What follows belongs to an exercise in optimizing a design on an open flow for small area, a short achievable clock period and few clock cycles per item; a production flow would make more cautious choices. The RTL was checked by simulation tests, not by an equivalence proof against the original design. Power is estimated from default activity; no workload was simulated.

### design.v
`timescale 1ns / 1ps
package sngf_pkg;
   localparam int CSR_W   = 13;
   localparam int ROW_W   = 12;
   localparam int COL_W   = 12;
   localparam int LEN_W   = 13;
   localparam int COLOR_W = 24;
   localparam logic [CSR_W-1:0] ROW_WIDTH_RESET = 13'd800;
endpackage
`timescale 1ns / 1ps
`timescale 1ns / 1ps
`timescale 1ns / 1ps
`timescale 1ns / 1ps
module scanline_nearest_gap_fill (
   input  logic        clock,
   input  logic        reset,
   input  logic        req_push,
   output logic        req_full,
   input  logic [24:0] req_data,
   output logic        rsp_empty,
   input  logic        rsp_pop,
   output logic [61:0] rsp_data,
   input  logic        csr_valid,
   output logic        csr_ready,
   input  logic [12:0] csr_data
);
   logic [12:0] wid_ff;       
   logic [11:0] col_ff;
   logic [11:0] row_ff;
   logic        seen_ff;
   logic [11:0] scol_ff;      
   logic [23:0] sclr_ff;      
   logic        ov_ff;
   logic [11:0] o_start_ff;
   logic [12:0] o_len_ff;
   logic [11:0] o_row_ff;
   logic [23:0] o_clr_ff;
   logic        o_last_ff;
   logic        pb_ff;        
   logic        pt_ff;        
   logic        odd_ff;       
   logic        sampled;
   logic [23:0] new_clr;
   logic        row_end;
   logic        wid_hit;      
   logic        pend;
   logic        out_free;
   logic        accept;
   logic [11:0] gap;
   logic        gap_big;
   logic [12:0] tail_len;
   logic        tail_ok;
   logic [12:0] wid_in;
   logic        load;
   logic [11:0] n_start;
   logic [12:0] n_len;
   logic [11:0] n_row;
   logic [23:0] n_clr;
   logic        n_last;
   logic        n_pb, n_pt, n_odd;
   assign csr_ready = 1'b1;
   assign rsp_empty = !ov_ff;
   assign rsp_data  = {o_start_ff, o_len_ff, o_row_ff, o_clr_ff, o_last_ff};
   assign sampled  = req_data[24];
   assign new_clr  = req_data[23:0];
   assign pend     = pb_ff || pt_ff;
   assign out_free = !ov_ff || rsp_pop;
   assign row_end  = ({1'b0, col_ff} + 13'd1) >= wid_ff;
   assign wid_hit  = ({1'b0, col_ff} + 13'd1) == wid_ff;
   assign req_full = (pend || !out_free) && (sampled || row_end);
   assign accept   = req_push && !req_full;
   assign gap      = col_ff - scol_ff;
   assign gap_big  = (gap[11:1] != 11'd0);
   assign tail_len = wid_ff - {1'b0, scol_ff};
   assign tail_ok  = wid_ff > {1'b0, scol_ff};
   always_comb begin
      if (csr_data == 13'd0)
         wid_in = 13'd1;
      else if (csr_data[12] && (csr_data[11:0] != 12'd0))
         wid_in = 13'd4096;
      else
         wid_in = csr_data;
   end
   always_comb begin
      load    = 1'b0;
      n_start = scol_ff;
      n_len   = 13'd1;
      n_row   = row_ff;
      n_clr   = sclr_ff;
      n_last  = 1'b1;
      n_pb    = pb_ff;
      n_pt    = pt_ff;
      n_odd   = odd_ff;
      if (pend) begin
         n_row = o_row_ff;
         if (out_free) begin
            load = 1'b1;
            if (pb_ff) begin
               n_start = o_start_ff + o_len_ff[11:0];
               n_len   = o_len_ff + {12'd0, odd_ff};
               n_last  = !pt_ff;
               n_pb    = 1'b0;
            end else begin
               n_pt    = 1'b0;
            end
         end
      end else if (accept) begin
         if (sampled && !seen_ff) begin
            if (col_ff != 12'd0) begin
               load    = 1'b1;
               n_start = 12'd0;
               n_len   = {1'b0, col_ff};
               n_clr   = new_clr;
               n_last  = !(row_end && wid_hit);
               n_pt    = row_end && wid_hit;
            end else if (row_end && wid_hit) begin
               load    = 1'b1;
               n_start = col_ff;
               n_clr   = new_clr;
            end
         end else if (sampled) begin
            load = 1'b1;
            if (gap_big) begin
               n_len  = {2'b00, gap[11:1]};
               n_last = 1'b0;
               n_pb   = 1'b1;
               n_odd  = gap[0];
               n_pt   = row_end && wid_hit;
            end else begin
               n_clr  = new_clr;
               n_last = !(row_end && wid_hit);
               n_pt   = row_end && wid_hit;
            end
         end else if (row_end && seen_ff && tail_ok) begin
            load  = 1'b1;
            n_len = tail_len;
         end
      end
   end
   always_ff @(posedge clock) begin
      if (reset) begin
         wid_ff  <= sngf_pkg::ROW_WIDTH_RESET;
         col_ff  <= '0;
         row_ff  <= '0;
         seen_ff <= 1'b0;
         ov_ff   <= 1'b0;
         pb_ff   <= 1'b0;
         pt_ff   <= 1'b0;
      end else begin
         if (csr_valid) wid_ff <= wid_in;
         if (accept) begin
            col_ff  <= row_end ? 12'd0 : col_ff + 12'd1;
            row_ff  <= row_ff + {11'd0, row_end};
            seen_ff <= !row_end && (seen_ff || sampled);
         end
         if (load)
            ov_ff <= 1'b1;
         else if (rsp_pop)
            ov_ff <= 1'b0;
         pb_ff <= n_pb;
         pt_ff <= n_pt;
      end
   end
   always_ff @(posedge clock) begin
      if (accept && sampled) begin
         scol_ff <= col_ff;
         sclr_ff <= new_clr;
      end
      odd_ff <= n_odd;
      if (load) begin
         o_start_ff <= n_start;
         o_len_ff   <= n_len;
         o_row_ff   <= n_row;
         o_clr_ff   <= n_clr;
         o_last_ff  <= n_last;
      end
   end
endmodule
### run.sh
#!/bin/bash
# synth_recipe.tcl (not shown) runs the flow's synth.tcl, then flattens the netlist and writes it again
# the make line also repeats each setting of config.mk as NAME=value (left out here)
make -C /OpenROAD-flow-scripts/flow DESIGN_CONFIG=/design/flow/config.mk WORK_HOME=/design/flow/orfs CLKGATE_MAP_FILE= SYNTH_SCRIPT=/design/flow/synth_recipe.tcl finish
### config.mk
export PLATFORM = sky130hd
export DESIGN_NAME = scanline_nearest_gap_fill
export DESIGN_NICKNAME = scanline_nearest_gap_fill
export VERILOG_FILES = /design/flow/design.v
export SDC_FILE = /design/flow/constraint.sdc
export NUM_CORES = 4
export LEC_CHECK = 0
export CAP_MARGIN = 20
export CORE_MARGIN = 2
export CORE_UTILIZATION = 40
export SETUP_SLACK_MARGIN = 2.0
export SLEW_MARGIN = 20
### constraint.sdc
create_clock -name core_clock -period 5.0 [get_ports {clock}]
set_input_delay 1.0000 -clock core_clock [delete_from_list [all_inputs] [get_ports {clock}]]
set_output_delay 1.0000 -clock core_clock [all_outputs]
set_load 0.01 [all_outputs]
==> run notes, run 1 <==
* Row cnt at 51
* Share of layout cells above drive strength 1 at 21.69%
* Yosys cell types at 64
* Clock transition at the registers of the reported paths at 60 ps
* Internal power at 2.305 mW
* Remaining Overflow, GRT at 0
* Vias in the first global route at 6486
* Area Growth Syn to Fin at 35.98%
* FMAX at 0.2410 GHz
* Critical path data required time at 4000 ps
* Gate power share at 16.6%
* Synth warn at 1
* Final core utilization at 55.70%
* Seq/Total Area, Yosys at between 40% and 50%
* TNS Setup at 0 ps
* Io pins at between 100 and 150
* Antenna-violating nets left at 0
* Total CTS buffers at 17
* Worst-skew pair later-pin latency at roughly 430 ps
* Routed len/inst at roughly 19 um
* Pin count of the biggest net entering global routing at 39
* Dpl ws at 623.8 ps
* CTS tree: done
* Worst Setup End Kind: primary output
* Skew final at 12.80 ps
* Final slew viol count at 0
* Worst IR Drop VDD at 267.2 uV
* First DRT Iteration DRCs at 483
* Antenna violations before repair at 0
* Area of the core at about 20000 sq um
* Asr flop ratio synth at 0%
* Hold WS at 477.9 ps
* CP max FO at 3
* Average size of a mapped cell at roughly 11 sq um
* Tcrit/Tclk final at approximately 83%
* Ant. Diodes at 0
* Power Dens Cells at roughly 290 nW/um^2
* Width of the die at 145.4 um
* H-tree depth at 4
* Syn_nets at 850
* Die area at 21140 sq um
* Slew @ Worst Pin at just over 900 ps
* Part of the power in registers at 42.3%
* Max-slew headroom at ~38%
* Maximum root-to-sink buffer count at 2
* Crit start category: flip-flop
* DR pass1 iterations at 5
* I/O Buffers at 106
* Layout Nets at 1008
* Setup violators final at 0
* Most used DFF post-synth: edfxtp_1
* Final wirelength at between 20000 and 25000 um
* Psw at around 840 uW
* Height of the die at 145.4 um
* Final min period at 4150 ps
* Via density per instance at 5.414
* WS Path Type: flip-flop to primary output
* RePlAce Congestion at 0.8767
* Number of fill cells in the layout at 1700
* Clock sink count at 140
* EDFF count, synth at about 100
* Max Cap Viol at 0
* Initial Utilization at 40.96%
* GRT Total Usage at 20.58%
* Mapped Cells at approximately 750
* RSZ-0062 raised after global routing: true
* Root buffer cell: clkbuf_16
* Static Leak at 4.202 nW
* Vias at 6426
* Final Power at 3.150 mW
* Sw Share at 26.82%
* Final hold violation count at 0
* Crit path DAT at 3150 ps
* DRC violations left at 0
* Clock power frac at roughly two fifths
* Min-delay worst type: flip-flop to flip-flop
* Synthesis-stage register bit count at 140
* First-pass GRT wire length at 34440 um
* Final HPWL DP at 15510 um
* Final setup margin at approximately 850 ps
* Mapped cell area at ~8000 sq um
* Status: timing/DRC/antenna clean
cells in the final DEF, fill, tap and decap left out, drive strengths merged, types with 3 or more instances in the layout:
cell,netlist,final
and3,19,19
a21o,6,7
dfxtp,41,41
clkbuf,15,18
and2,7,8
o221ai,4,4
a21oi,39,39
nand4,17,17
nand3,21,21
a221o,4,4
inv,46,54
o21a,6,6
xnor2,25,25
ha,53,53
o22ai,7,7
and4,3,3
xor2,45,45
or3,4,4
mux2,25,25
o31ai,4,4
fa,3,3
clkinvlp,0,3
nor4,8,8
edfxtp,99,99
nand2b,9,9
a211oi,4,4
nor2b,8,8
nor2,65,65
buf,9,54
mux2i,7,7
clkdlybuf4s50,0,104
o21ai,40,42
nand2,50,50
nor3,17,17
a22oi,10,10
metrics by stage:
stage / instance area, sq um / cells
after floorplan: 8188 / 751
final: 10880 / 1187
after global placement: 9492 / 1108
after global routing: 10880 / 1187
after CTS: 10540 / 1172
after detailed placement: 9492 / 1108
final timing paths:
check                                from     endpoint  slack (ps)  depth (start not counted)
worst max-delay path            col_ff[0]     req_full         850                         14
worst min register to register  row_ff[6]  o_row_ff[6]         480                          0
worst max register to register  col_ff[0]  o_clr_ff[0]        1240                         14
worst min-delay path            row_ff[6]  o_row_ff[6]         480                          0
synthesized netlist by cell type, types with 3 or more instances:
cell type / instances / area (sq um)
edfxtp_1: 99 / 2973
nor2_1: 65 / 244.0
ha_1: 53 / 663.1
nand2_1: 50 / 187.7
inv_1: 46 / 172.7
xor2_1: 44 / 385.4
dfxtp_1: 41 / 820.8
a21oi_1: 39 / 195.2
o21ai_0: 39 / 195.2
xnor2_1: 25 / 219.0
nand3_1: 21 / 105.1
mux2_4: 20 / 300.3
and3_1: 19 / 118.9
nand4_1: 17 / 106.4
nor3_1: 17 / 85.08
clkbuf_1: 15 / 56.30
a22oi_1: 10 / 75.07
nand2b_1: 9 / 56.30
and2_1: 7 / 43.79
mux2i_1: 7 / 70.07
nor2b_1: 7 / 43.79
nor4_1: 7 / 43.79
o22ai_1: 7 / 43.79
a21o_1: 6 / 45.04
o21a_1: 6 / 45.04
mux2_2: 5 / 56.30
a211oi_1: 4 / 30.03
a221o_1: 4 / 40.04
buf_4: 4 / 30.03
o221ai_1: 4 / 35.03
or3_1: 4 / 25.02
and4_1: 3 / 26.28
fa_1: 3 / 60.06
o31ai_1: 3 / 22.52
critical path: stages, from the launching register on:
cell      delay, ps
dfxtp_4         360
ha_4            160
and3_4          170
and3_4          180
and3_4          190
and3_4          190
xor2_2          150
ha_1            330
buf_4           140
a211oi_2        180
nor2_1           90
nor3_2          150
a41o_1          250
inv_1            60
buf_2           130
metal layers:
metal	global-route usage [%]	up-vias	share of wire (%)
met5	0	-	0
met4	6.520	0	1.5
met3	4.201	19	4.4
met2	33.29	180	49
met1	27.87	3141	45
li1	-	3086	-
cell type report:
type                    instances  area, sq um  share of cell area (%)
clock inverters                15        175.2                   1.611
multi-input cells             545         4374                   40.22
inverters                      46        180.2                   1.657
repair buffers                159         1578                   14.51
flip-flops and latches        140         3811                   35.04
well taps                     265        331.6                   3.049
clock buffers                  17        425.4                   3.912
state kept, by name, summed over array words and instances, names as in the netlist:
signal	cells
o_clr_ff	24
sclr_ff	24
o_len_ff	13
wid_ff	13
col_ff	12
o_row_ff	12
o_start_ff	12
row_ff	12
scol_ff	12
o_last_ff	1
odd_ff	1
ov_ff	1
pb_ff	1
pt_ff	1
seen_ff	1
power by group through the flow:
stage	clock [mW]	sequential [mW]	combinational (mW)
2_1_floorplan	0	1.37	0.267
3_3_place_gp	0	1.36	0.440
3_5_place_dp	0	1.36	0.446
4_1_cts	1.32	1.33	0.489
5_1_grt	1.38	1.34	0.567
6_report	1.30	1.33	0.521
logic make-up after synthesis:
| kind of cell | synth area share [%] |
|---|---|
| and+or+nand+nor | 14.97 |
| muxes | 5.335 |
| adders and majority gates | 9.043 |
| DFF | 47.43 |
| other | 0.04689 |
| xor gates and xnor gates | 7.760 |
| AOI/OAI and AO/OA | 11.64 |
| buffers and inverters | 3.770 |
what timing repair did:
action	in CTS	in global routing
hold buffers	0	0
pin swaps	18	26
resized for setup	44	57
setup endpoints to repair	141	142
cloned	3	3
buffers inserted	29	12
Testbench counts, summed over its fixed seeds: cycles 27,213, runs 12,397.
==> run 2: changes to the inputs <==
--- a/config.mk
+++ b/config.mk
@@ -9,4 +9,3 @@
 export CORE_MARGIN = 2
 export CORE_UTILIZATION = 40
-export SETUP_SLACK_MARGIN = 2.0
 export SLEW_MARGIN = 20
==> run 2 against run 1 <==
Effect of this change:
- first-iteration DRC count shrank 14%
- hold slack lost 13 ps
- synthesized cell count is the same
- critical endpoint unchanged
- largest power group unchanged
==> run notes, run 2 <==
* Row cnt at 51 (unchanged)
* DRC violations left at 0 (unchanged)
* Hold EP: o_row_ff[11]
* Crit start category: flip-flop
* CP most frequent cell: and3_1
* Die area at 21140 sq um (unchanged)
* Area of the core at 19530 sq um (unchanged)
* Mapped cell area at 7998 sq um (unchanged)
* CP Cell Sequence: ha_1, and3_1, and3_1, and3_1, and3_1, and3_1, ha_1, nand4_1, nor4_2, nor3_1, a41o_1, inv_1, clkdlybuf4s50_1
* Crit path DAT at 3780 ps (+630 ps)
* FMAX at 0.2092 GHz (-13%)
* Slew @ Worst Pin at 866.7 ps (-58.49 ps)
* Vias in the first global route at 5846 (-9.9%)
* Via density per instance at 5.304 (-2.0%)
* Worst-skew pair later-pin latency at 430 ps (about the same)
* CTS tree: done
* Commonest non-fill, non-tap cells in the layout: clkdlybuf4s50_1 (106), edfxtp_1 (99), nor2_1 (65), ha_1 (53), nand2_1 (50)
* Final HPWL DP at 14670 um (-5.4%)
* Biggest regs: o_clr_ff (24), sclr_ff (24)
* Syn_nets at 850 (unchanged)
* Antenna-violating nets left at 0 (unchanged)
* Dpl ws at 445.0 ps (-178.8 ps)
* Power Dens Cells at 298.6 nW/um^2 (+3.1%)
* Share of layout cells above drive strength 1 at 9.112% (-13 points)
* Most frequent cells after synthesis: edfxtp_1 (99), nor2_1 (65), ha_1 (53)
* Post-DP Area at 9383 sq um (-1.1%)
* TNS Setup at 0 ps (unchanged)
* Asr flop ratio synth at 0% (unchanged)
* Yosys cell types at 64 (unchanged)
* Yosys top cell area share at 37.17% (unchanged)
* Min-delay worst type: flip-flop to flip-flop
* Start point of the worst hold path: row_ff[11]
* Total CTS buffers at 17 (unchanged)
* Status: timing/DRC/antenna clean
* Skew final at 9.702 ps (-3.101 ps)
* Synth area leader: edfxtp_1
* Worst IR Drop VDD at 247.9 uV (-7.2%)
* Setup violators final at 0 (unchanged)
* Final Power at 2.969 mW (-5.7%)
* Root buffer cell: clkbuf_16
* Most used DFF post-synth: edfxtp_1
* Final hold violation count at 0 (unchanged)
* RePlAce Congestion at 0.8902 (+1.5%)
* Layout Nets at 964 (-4.4%)
* Area Growth Syn to Fin at 24.34%
* Post-route cell area at 9945 sq um (-8.6%)
* WS Path Type: flip-flop to primary output
* H-tree depth at 4 (unchanged)
* Max incr delay on CP at 540 ps (+180 ps)
* GRT Total Usage at 18.92% (-1.7 points)
* Vias at 6063 (-5.6%)
* Final min period at 4781 ps (+630.9 ps)
* Worst Setup End Kind: primary output
* First DRT Iteration DRCs at 414 (-14%)
* Synthesis-stage register bit count at 140 (unchanged)
* I/O Buffers at 106 (unchanged)
* Final wirelength at 19590 um (-11%)
* Most common cell after layout, fill and taps aside: clkdlybuf4s50_1
* Maximum root-to-sink buffer count at 2 (unchanged)
* RSZ-0062 raised after global routing: false
* Hold Buf Count CTS at 0 (unchanged)
* Clock sink count at 140 (unchanged)
* Tcrit/Tclk final at 95.61% (+13 points)
* Critical path data required time at 4000 ps (about the same)
* Seq/Total Area, Yosys at 47.43% (unchanged)
* Antenna violations before repair at 0 (unchanged)
* First-pass GRT wire length at 31650 um (-8.1%)
* Reg-to-reg slack, setup at 700 ps (-540 ps)
* Crit-path slowest cell: clkdlybuf4s50_1
* Initial Utilization at 40.96% (unchanged)
* Clock transition at the registers of the reported paths at 60 ps (about the same)
* Final slew viol count at 0 (unchanged)
* Remaining Overflow, GRT at 0 (unchanged)
* Worst R2R Path Depth at 15 (+1)
* Io pins at 108 (unchanged)
* Ant. Diodes at 0 (unchanged)
* Max Cap Viol at 0 (unchanged)
* Top cells by area, synth: edfxtp_1 (37%), dfxtp_1 (10%), ha_1 (8.3%), xor2_1 (4.8%), mux2_4 (3.8%)
* Final core utilization at 50.93% (-4.8 points)
* Reg2Reg Capture Point: o_len_ff[12]
* Post-CTS Setup Bufs at 0 (-100%)
* Static Leak at 3.881 nW (-7.6%)
* Pin count of the biggest net entering global routing at 39 (unchanged)
* EDFF count, synth at 99 (unchanged)
* Width of the die at 145.4 um (unchanged)
* Routed len/inst at 17.14 um (-7.5%)
* Max-slew headroom at 42.22% (+4.4 points)
* Average size of a mapped cell at 10.65 sq um (unchanged)
* Height of the die at 145.4 um (unchanged)
* DR pass1 iterations at 5 (unchanged)
* Final setup margin at 219.3 ps (-630.9 ps)
* Worst hold stages at 0 (unchanged)
* Synth warn at 1 (unchanged)
* FF-to-FF Start: col_ff[0]
* Mapped Cells at 751 (unchanged)
* CP max FO at 9 (+6)
* Most common cell in the netlist: edfxtp_1
run 2: cell counts after synthesis:
No cell type changed its count.
run 2: critical path, delay by kind of cell, from the launching register on:
family / cells / cell delay (ps)
fa+ha+maj: 2 / 540
compound gates: 1 / 270
simple gates: 8 / 1590
buf+inv: 2 / 590
flops: 1 / 380
run 2: routing by layer:
metal  track usage [%]  vias to the layer above  routed length [um]
met1             27.42                     2901                9490
met3             3.824                       23                1013
met2             29.19                      158                8855
li1                  -                     2981                   -
met5                 0                        -                   0
met4             4.608                        0                 231
run 2: stage by stage:
stage | cells | hold WS, ps
finish | 1143 | 464.9
CTS | 1143 | 468.6
global route | 1143 | 470.2
detailed placement | 1111 | 442.9
floorplan | 751 | 409.5
global placement | 1111 | 447.0
run 2: how the worst max path moves through the flow:
stage               from          end  slack (ps)  cells past startpoint
2_1_floorplan  col_ff[0]  o_clr_ff[0]         340                     16
3_3_place_gp   col_ff[0]     req_full         560                     13
3_5_place_dp   col_ff[0]     req_full         440                     13
4_1_cts        col_ff[2]     req_full          20                     13
5_1_grt        col_ff[0]     req_full           4                     13
6_report       col_ff[0]     req_full         220                     13
run 2: power by group:
part	switching, mW	total (mW)	internal (mW)
clock network	0.540	1.19	0.650
logic	0.232	0.444	0.212
registers	0.0337	1.34	1.30
total	0.806	2.97	2.16
run 2: area by class of cell:
class | instances | area (sq um)
clock inverter | 15 | 126.4
multi-input combinational | 541 | 3920
fill | 1815 | 9582
sequential | 140 | 3797
inverter | 46 | 172.7
clock buffer | 17 | 425.4
tap | 265 | 331.6
timing repair buffer | 119 | 1171
run 2: logic make-up (layout without fill, tap and decap cells):
logic type                 Yosys count  in the layout  synth area share [%]
adders and majority gates           56             56                 9.043
DFF                                140            140                 47.43
and+or+nand+nor                    237            237                 14.97
xor gates and xnor gates            70             70                 7.760
AOI/OAI and AO/OA                  145            145                 11.64
buffers and inverters               70            197                 3.770
muxes                               32             32                 5.335
other                                1              1               0.04689
run 2: timing repair:
item | CTS | global route
gates resized for setup | 1 | 3
pin swaps | 0 | 1
setup endpoints to repair | 1 | 1
==> run 3: changes to the inputs <==
--- a/config.mk
+++ b/config.mk
@@ -6,6 +6,8 @@
 export NUM_CORES = 4
 export LEC_CHECK = 0
+export ABC_CLOCK_PERIOD_IN_PS = 2500
 export CAP_MARGIN = 20
 export CORE_MARGIN = 2
 export CORE_UTILIZATION = 40
+export SETUP_SLACK_MARGIN = 2.5
 export SLEW_MARGIN = 20
==> run 3 against run 2 <==
Effect of this change:
- sequential power barely moved
- critical path depth did not move
- synthesized area did not move
- power rose by 7.1%
- largest power group unchanged
==> run notes, run 3 <==
* Most common cell in the netlist: edfxtp_1
* DR pass1 iterations at 5 (unchanged)
* Final HPWL DP at 15550 um (+6.0%)
* CTS tree: done
* Maximum root-to-sink buffer count at 2 (unchanged)
* Via density per instance at 5.382 (+1.5%)
* Total CTS buffers at 17 (unchanged)
* Biggest regs: o_clr_ff (24), sclr_ff (24)
* Max Cap Viol at 0 (unchanged)
* Top cells by area, synth: edfxtp_1 (37%), dfxtp_1 (10%), ha_1 (8.3%), xor2_1 (4.8%), mux2_4 (3.8%)
* Hold EP: o_row_ff[11]
* Yosys cell types at 64 (unchanged)
* Remaining Overflow, GRT at 0 (unchanged)
* Pin count of the biggest net entering global routing at 39 (unchanged)
* Register area at 3807 sq um (+0.26%)
* Initial Utilization at 40.96% (unchanged)
* Syn_nets at 850 (unchanged)
* Yosys top cell area share at 37.17% (unchanged)
* Most frequent cells after synthesis: edfxtp_1 (99), nor2_1 (65), ha_1 (53)
* FF-to-FF Start: col_ff[0]
* Reg-to-reg slack, setup at 1200 ps (+500 ps)
* FMAX at 0.2425 GHz (+16%)
* Worst Setup End Kind: primary output
* Final min period at 4124 ps (-657.2 ps)
* Mapped cell area at 7998 sq um (unchanged)
* Layout Nets at 1042 (+8.1%)
* GRT Total Usage at 21.11% (+2.2 points)
* Setup violators final at 0 (unchanged)
* Worst IR Drop VDD at 249.8 uV (+0.75%)
* Slew @ Worst Pin at 947.5 ps (+80.86 ps)
* Die area at 21140 sq um (unchanged)
* Min-delay worst type: flip-flop to flip-flop
* Synth area leader: edfxtp_1
* Mapped Cells at 751 (unchanged)
* Average size of a mapped cell at 10.65 sq um (unchanged)
* Reg2Reg Capture Point: o_len_ff[1]
* Commonest non-fill, non-tap cells in the layout: clkdlybuf4s50_1 (102), edfxtp_1 (99), nor2_1 (58), buf_4 (49), ha_1 (48)
* DRC violations left at 0 (unchanged)
* Share of layout cells above drive strength 1 at 26.36% (+17 points)
* Asr flop ratio synth at 0% (unchanged)
* Max-slew headroom at 36.60% (-5.6 points)
* Final slew viol count at 0 (unchanged)
* Vias at 6571 (+8.4%)
* Row cnt at 51 (unchanged)
* Crit path DAT at 3120 ps (-660 ps)
* RePlAce Congestion at 0.8980 (+0.88%)
* Ant. Diodes at 0 (unchanged)
* I/O Buffers at 106 (unchanged)
* Power Dens Cells at 279.0 nW/um^2 (-6.6%)
* Crit start category: flip-flop
* Clock transition at the registers of the reported paths at 70 ps (about the same)
* Synth warn at 1 (unchanged)
* Number of fill cells in the layout at 1606 (-12%)
* Seq/Total Area, Yosys at 47.43% (unchanged)
* Root buffer cell: clkbuf_16
* Area of the core at 19530 sq um (unchanged)
* Tcrit/Tclk final at 82.47% (-13 points)
* Synthesis-stage register bit count at 140 (unchanged)
* Final setup margin at 876.5 ps (+657.2 ps)
* Final wirelength at 23190 um (+18%)
* First DRT Iteration DRCs at 541 (+31%)
* Status: timing/DRC/antenna clean
* Critical path data required time at 4000 ps (about the same)
* CP max FO at 3 (-6)
* Width of the die at 145.4 um (unchanged)
* Area Growth Syn to Fin at 42.54%
* Dpl ws at 680.2 ps (+235.2 ps)
* Routed len/inst at 18.99 um (+11%)
* Skew final at 10.92 ps (+1.221 ps)
* Antenna-violating nets left at 0 (unchanged)
* Vias in the first global route at 6342 (+8.5%)
* Worst setup path startpoint: col_ff[0]
* Start point of the worst hold path: row_ff[11]
* Final hold violation count at 0 (unchanged)
* Final core utilization at 58.38% (+7.5 points)
* Io pins at 108 (unchanged)
* RSZ-0062 raised after global routing: true
* Worst-skew pair later-pin latency at 440 ps (about the same)
* TNS Setup at 0 ps (unchanged)
* Antenna violations before repair at 0 (unchanged)
* Footprint of the multi-input gates at 4468 sq um (+14%)
* Static Leak at 4.449 nW (+15%)
* Hold Buf Count CTS at 0 (unchanged)
* Most common cell after layout, fill and taps aside: clkdlybuf4s50_1
* Worst hold stages at 0 (unchanged)
* Height of the die at 145.4 um (unchanged)
* WS Path Type: flip-flop to primary output
* Worst R2R Path Depth at 19 (+4)
* Most used DFF post-synth: edfxtp_1
* EDFF count, synth at 99 (unchanged)
* Clock sink count at 140 (unchanged)
* First-pass GRT wire length at 35040 um (+11%)
* H-tree depth at 4 (unchanged)
-- run 3: worst max path at each step --
stage,end,cells past startpoint
after global routing,req_full,13
after global placement,req_full,13
final,req_full,13
after floorplan,o_clr_ff[0],16
after CTS,req_full,13
after detailed placement,req_full,13
-- run 3: stage by stage --
| step | hold slack, ps | instances | total power, mW | instance area (sq um) |
|---|---|---|---|---|
| after floorplan | 409.5 | 751 | 1.638 | 8234 |
| after global placement | 442.3 | 1107 | 1.803 | 9520 |
| after detailed placement | 449.0 | 1107 | 1.813 | 9520 |
| after CTS | 466.0 | 1184 | 3.137 | 10830 |
| after global routing | 487.5 | 1221 | 3.297 | 11400 |
| final | 465.8 | 1221 | 3.181 | 11400 |
-- run 3: timing repair --
item	CTS	global route
resized for setup	66	64
pin swaps	24	27
cloned	8	4
setup endpoints to repair	189	191
buffers inserted	37	33
-- run 3: final cells by class --
| cell class | count | share of cell area, % |
|---|---|---|
| inverters | 46 | 1.581 |
| flip-flops and latches | 140 | 33.40 |
| repair buffers | 193 | 17.87 |
| multi-input cells | 545 | 39.19 |
| clock buffers | 17 | 3.732 |
| clock inverters | 15 | 1.317 |
| well taps | 265 | 2.909 |
-- run 3: critical path, cell delays in order (launching register included) --
cell and delay [ps]:
dfxtp_4 360, ha_4 160, and3_4 160, and3_4 180, and3_4 180, and3_4 200, xor2_2 140, ha_1 340
nand4_1 200, nor2_2 220, o31ai_2 120, a41o_1 270, inv_2 60, buf_6 90
-- run 3: power breakdown --
group	leakage, nW	total [mW]	internal (mW)	switching, mW
registers	1.27	1.33	1.30	0.0304
clock network	0.282	1.26	0.703	0.562
logic	2.89	0.585	0.294	0.292
total	4.45	3.18	2.30	0.884
-- run 3: layer usage --
metal	wire length (um)	global-route usage (%)	up-vias
met5	0	0	-
met2	11160	34.10	207
met3	1274	4.201	28
met4	423	6.471	0
li1	-	-	3142
met1	10320	28.78	3194
-- run 3: cells by family (layout without fill, tap and decap cells) --
group	count (synthesis)	in the layout	share of synthesized area (%)
xor+xnor	70	70	7.760
compound gates	145	148	11.64
buf+inv	70	271	3.770
flops	140	140	47.43
other cells	1	1	0.04689
fa+ha+maj	56	56	9.043
simple gates	237	238	14.97
mux	32	32	5.335

re-timing with driven ports:
In the flow no input, the clock included, has a driving cell. The finished layouts below were timed again as built, in two steps.
Step 1, drivers: a clkbuf_16 drives clock and a buf_2 each remaining input, both assumed.
Step 2 also shifts input and output timing later by t, the mid clock arrival at the registers, as if the neighbouring blocks saw the same clock.
Three values: no drivers, after step 1, after step 2; two values: the first two.
run	t, ns	setup slack, ns	hold WS [ns]	worst data-port slew with drivers (ns)	pins driven straight from the clock port
run 1	0.469	0.850 / 0.805 / 1.241	0.478 / 0.478 / 0.478	0.05	1
run 2	0.469	0.219 / 0.178 / 0.647	0.465 / 0.465 / 0.465	0.05	1
run 3	0.474	0.876 / 0.834 / 1.197	0.466 / 0.466 / 0.466	0.05	1
After both steps setup and hold are still met in every run listed.
